What follows belongs to an exercise in optimizing a design on an open flow for small area; a production flow would make more cautious choices.
In this exercise RTL edits were held to simulation tests only and were not proved equivalent to the original.
Power and IR drop assume default switching activity.

### flow/design.v
package cpu_pkg;
  localparam int DATA_W = 32;
  localparam int ADDR_W = 5;
  localparam int NREG = 32;
  typedef enum logic {DUMP_IDLE, DUMP_ACTIVE} dump_state_t;
endpackage
module regfile_rd_bypass #(
  parameter int DATA_W = 32,
  parameter int ADDR_W = 5
) (
  input  logic [ADDR_W-1:0] addr,
  input  logic [DATA_W-1:0] entry,
  input  logic              we,
  input  logic [ADDR_W-1:0] wn,
  input  logic [DATA_W-1:0] d,
  output logic [DATA_W-1:0] q
);
  assign q = (addr == '0) ? '0 : (we && wn == addr) ? d : entry;
endmodule
module regfile_dp #(
  parameter int DATA_W = cpu_pkg::DATA_W,
  parameter int ADDR_W = cpu_pkg::ADDR_W
) (
  input  logic              clk,
  input  logic              rst,
  input  logic [ADDR_W-1:0] rna,
  input  logic [ADDR_W-1:0] rnb,
  output logic [DATA_W-1:0] qa,
  output logic [DATA_W-1:0] qb,
  input  logic              we,
  input  logic [ADDR_W-1:0] wn,
  input  logic [DATA_W-1:0] d,
  input  logic              dump_start,
  output logic              dump_busy,
  output logic              dump_valid,
  input  logic              dump_ready,
  output logic [ADDR_W-1:0] dump_idx,
  output logic [DATA_W-1:0] dump_data
);
  logic [DATA_W-1:0] mem [2**ADDR_W];
  cpu_pkg::dump_state_t state;
  always_ff @(posedge clk) begin
    if (rst) begin
      for (int i = 0; i < 2**ADDR_W; i++) mem[i] <= '0;
    end else if (we && wn != '0) begin
      mem[wn] <= d;
    end
  end
  always_ff @(posedge clk) begin
    if (rst) begin
      state <= cpu_pkg::DUMP_IDLE;
      dump_idx <= '0;
    end else if (state == cpu_pkg::DUMP_IDLE) begin
      if (dump_start) begin
        state <= cpu_pkg::DUMP_ACTIVE;
        dump_idx <= '0;
      end
    end else if (dump_ready) begin
      state <= (&dump_idx) ? cpu_pkg::DUMP_IDLE : cpu_pkg::DUMP_ACTIVE;
      dump_idx <= (&dump_idx) ? '0 : dump_idx + 1'b1;
    end
  end
  assign dump_busy = (state == cpu_pkg::DUMP_ACTIVE);
  assign dump_valid = (state == cpu_pkg::DUMP_ACTIVE);
  regfile_rd_bypass #(.DATA_W(DATA_W), .ADDR_W(ADDR_W)) u_rd_a (
    .addr(rna), .entry(mem[rna]), .we(we), .wn(wn), .d(d), .q(qa)
  );
  regfile_rd_bypass #(.DATA_W(DATA_W), .ADDR_W(ADDR_W)) u_rd_b (
    .addr(rnb), .entry(mem[rnb]), .we(we), .wn(wn), .d(d), .q(qb)
  );
  regfile_rd_bypass #(.DATA_W(DATA_W), .ADDR_W(ADDR_W)) u_rd_dump (
    .addr(dump_idx), .entry(mem[dump_idx]), .we(we), .wn(wn), .d(d), .q(dump_data)
  );
endmodule
### flow/run.sh
#!/bin/bash
# synth_recipe.tcl (not shown) runs the flow's synth.tcl, then flattens the netlist and writes it again
# the make line also repeats each setting of config.mk as NAME=value (left out here)
make -C /OpenROAD-flow-scripts/flow DESIGN_CONFIG=/design/flow/config.mk WORK_HOME=/design/flow/orfs CLKGATE_MAP_FILE= SYNTH_SCRIPT=/design/flow/synth_recipe.tcl finish
### flow/config.mk
export PLATFORM = sky130hd
export DESIGN_NAME = regfile_dp
export DESIGN_NICKNAME = regfile_dp
export VERILOG_FILES = /design/flow/design.v
export SDC_FILE = /design/flow/constraint.sdc
export NUM_CORES = 4
export LEC_CHECK = 0
export CAP_MARGIN = 20
export CORE_MARGIN = 2
export CORE_UTILIZATION = 30
export SLEW_MARGIN = 20
### flow/constraint.sdc
create_clock -name core_clock -period 8.0 [get_ports {clk}]
set_input_delay 1.6000 -clock core_clock [delete_from_list [all_inputs] [get_ports {clk}]]
set_output_delay 1.6000 -clock core_clock [all_outputs]
set_load 0.01 [all_outputs]
==> out/metrics.csv <==
metric;value;unit
status;complete, no violations;
synth warn;1;
Post-Synthesis Cells;4708;
CTS tree;yes;
worst skew pair latency;0.75;ns
Syn Area/Cell;13.82;sq um
post-synth cell types;70;
maximum VDD drop;195.6;uV
Reg2Reg Depth;6;
Setup Buffers After CTS;0;
worst-path maximum fanout;30;
drt pass-1 iters;6;
Final Max Tran Viols;0;
Final setup violation count;0;
Pwr per Cell Area;195.3;nW/um^2
I/O Pins;155;
Via density;6.333;
leading area contributor after synthesis;edfxtp_1;
DP Wirelength;176300;um
final core utilization;34.27;%
max cap viols;0;
DRC Markers;0;
startpoint types;input port;
critical path class;in -> out;
total track usage;25.16;%
ratio of cells with drive above 1 in the final layout;24.04;%
post-synthesis register bit count;1035;
top post-synthesis cells by area;edfxtp_1 47%, mux4_2 19%, and2_1 9.6%;
Crit. End Element;primary output;
root buf cell;clkbuf_16;
# resized after CTS;0;
mapped cell area;65060;sq um
min-delay src;dump_idx[3];
DP Cell Count;7470;
RSZ-0062 raised after global routing;no;
H-tree levels;3;
Tcrit/Tclk final;92.36;%
final WL;286000;um
Worst-path clk slew;0.06;ns
Layout area overhead;13.27;%
total power;0.01439;W
top_reg_cell synth;edfxtp_1;
Max Freq;0.1353;GHz
PortBufs;154;
Die W;469.7;um
Die Y;469.7;um
Final Skew;0.006877;ns
CTS max path bufs;3;
setup TNS;0;ns
GR Overflow Total;0;
initial core utilization;30.26;%
fin crit period;7.389;ns
layout net count;4803;
Worst slew margin;11.65;%
post-route ant nets;0;
hold_buf cts;0;
flop-to-flop setup slack;6.08;ns
worst path arrival time;5.79;ns
sequential share of the synthesized area;47.60;%
hold path depth;2;
Reg-to-Reg Start;dump_idx[0];
total core area;215000;sq um
Final Hold Viols;0;
non-filler cells, final;7702;
DR iter-0 viols;8536;
Placement Rows;170;
total CTS buffers;113;
Slew @ Worst Pin;1.315;ns
critical path data required time;6.40;ns
initial antenna violation count;29;
largest net degree at the start of global routing;65;
top cell type's share of synthesized area;47.26;%
first-pass GRT wire length;389700;um
Filler Cells Inserted;20560;
vias;48770;
RD Place Congestion;0.9679;
Die ar.;220600;sq um
vias in the first global route;47370;
WL/cell;37.13;um
TritonCTS Sinks;1035;
leakage;24.60;nW
fraction of registers with async set/reset;0;%
Post-synth EDFFs;1024;
worst hold-check path type;reg -> reg;
[worst max-delay path: stages]
cell	delay, ns
buf_4	0.53
buf_4	0.41
or2_2	0.80
buf_4	0.41
o22ai_1	0.10
nor3_1	0.58
buf_4	0.24
nor3_1	0.05
nor3_1	0.39
clkdlybuf4s50_1	0.63
[cell type report]
type,instances,area [sq um],share of cell area (%)
Clock inverter,73,842.1,1.143
Tap cell,2838,3551,4.818
Sequential cell,1035,30980,42.04
Inverter,9,33.78,0.04584
Antenna cell,18,45.04,0.06112
Multi-Input combinational cell,3176,31610,42.89
Clock buffer,140,2972,4.032
Timing Repair Buffer,413,3661,4.968
[through the flow]
step | hold slack (ns) | instance area (sq um) | worst slack (ns)
floorplan | 0.5611 | 65180 | 3.223
CTS | 0.6078 | 73620 | 0.6138
finish | 0.6044 | 73690 | 0.6115
global route | 0.6362 | 73660 | 0.5719
global placement | 0.5904 | 69810 | 0.5516
detailed placement | 0.5947 | 69810 | 0.6306
[cells by family after synthesis]
kind of cell               Yosys count  share of synthesized area (%)
DFF                               1035                          47.60
and+or+nand+nor                   1463                          13.33
xor gates and xnor gates            15                         0.2019
AOI/OAI and AO/OA                  643                          7.510
adders and majority gates            3                        0.05770
buffers and inverters              528                          4.610
muxes                             1020                          26.69
other                                1                       0.005764
[per-layer routing]
layer / wire (um) / vias to the layer above / global-route usage (%)
li1: - / 18650 / -
met1: 101200 / 24850 / 32.11
met2: 121400 / 4269 / 36.61
met3: 40800 / 986 / 8.228
met4: 22490 / 14 / 16.09
met5: 91 / - / 0
[power by group]
| group | internal (W) | switching, W | leakage [nW] |
|---|---|---|---|
| Sequential | 0.00626 | 0.000231 | 9.84 |
| Combinational | 0.000945 | 0.00138 | 12.9 |
| Clock | 0.00318 | 0.00239 | 1.85 |
| Total | 0.0104 | 0.00400 | 24.6 |
[flip-flops by register name (all words and copies together), names as in the netlist, named ones only]
name,cells
mem,1024
state,1
dump_idx,5
[Yosys cell counts (47+ instances only)]
cell	count
a211oi_1	86
a21oi_1	67
a221o_1	67
a221oi_1	86
a22oi_1	57
and2_1	996
buf_2	95
buf_6	47
clkbuf_1	301
edfxtp_1	1024
mux2_2	61
mux2i_1	397
mux4_2	550
nor2_1	128
nor3_1	114
o22ai_1	118
[how the worst max path moves through the flow]
stage | from | end | slack (ns)
2_1_floorplan | rnb[0] | qb[10] | 3.22
3_3_place_gp | wn[4] | qa[6] | 0.55
3_5_place_dp | wn[4] | qa[6] | 0.63
4_1_cts | wn[4] | qa[6] | 0.61
5_1_grt | wn[4] | qa[6] | 0.57
6_report | rnb[4] | qb[19] | 0.61
[placed cells by master, fill, tap and decap left out, types with 94 or more instances in the layout]
| cell | synthesis | layout |
|---|---|---|
| clkdlybuf4s50_1 | 0 | 141 |
| clkbuf_16 | 0 | 115 |
| buf_4 | 28 | 247 |
| mux4_2 | 550 | 550 |
| nor3_1 | 114 | 110 |
| and2_1 | 996 | 995 |
| o22ai_1 | 118 | 118 |
| mux2i_1 | 397 | 397 |
| edfxtp_1 | 1024 | 1024 |
| nor2_1 | 128 | 94 |

port drivers added, routing unchanged:
Ports are ideal in the flow. The routed layout listed here was re-timed in OpenROAD.
Step 1 assumes that a clkbuf_16 drives the clock port and a buf_2 every other input.
Step 2 moves the port delays by t, midway between the first and last clock arrival at a register: inputs arrive t later, outputs are due t later. That takes back most of the time a late clock gives input paths.
a / b / c = ideal / step 1 / step 2; a / b = the first two.
t (ns): 0.839
slack for setup (ns): 0.611 / 0.505 / 0.505
clock arrival spread, ns: 0.044 / 0.044
worst data-port slew with drivers (ns): 0.14
cell pins on the clock port's net: 1
After both steps setup and hold are still met in this run. The setup slack of this run moves by -0.106 ns with the drivers and by -0.106 ns with both steps.
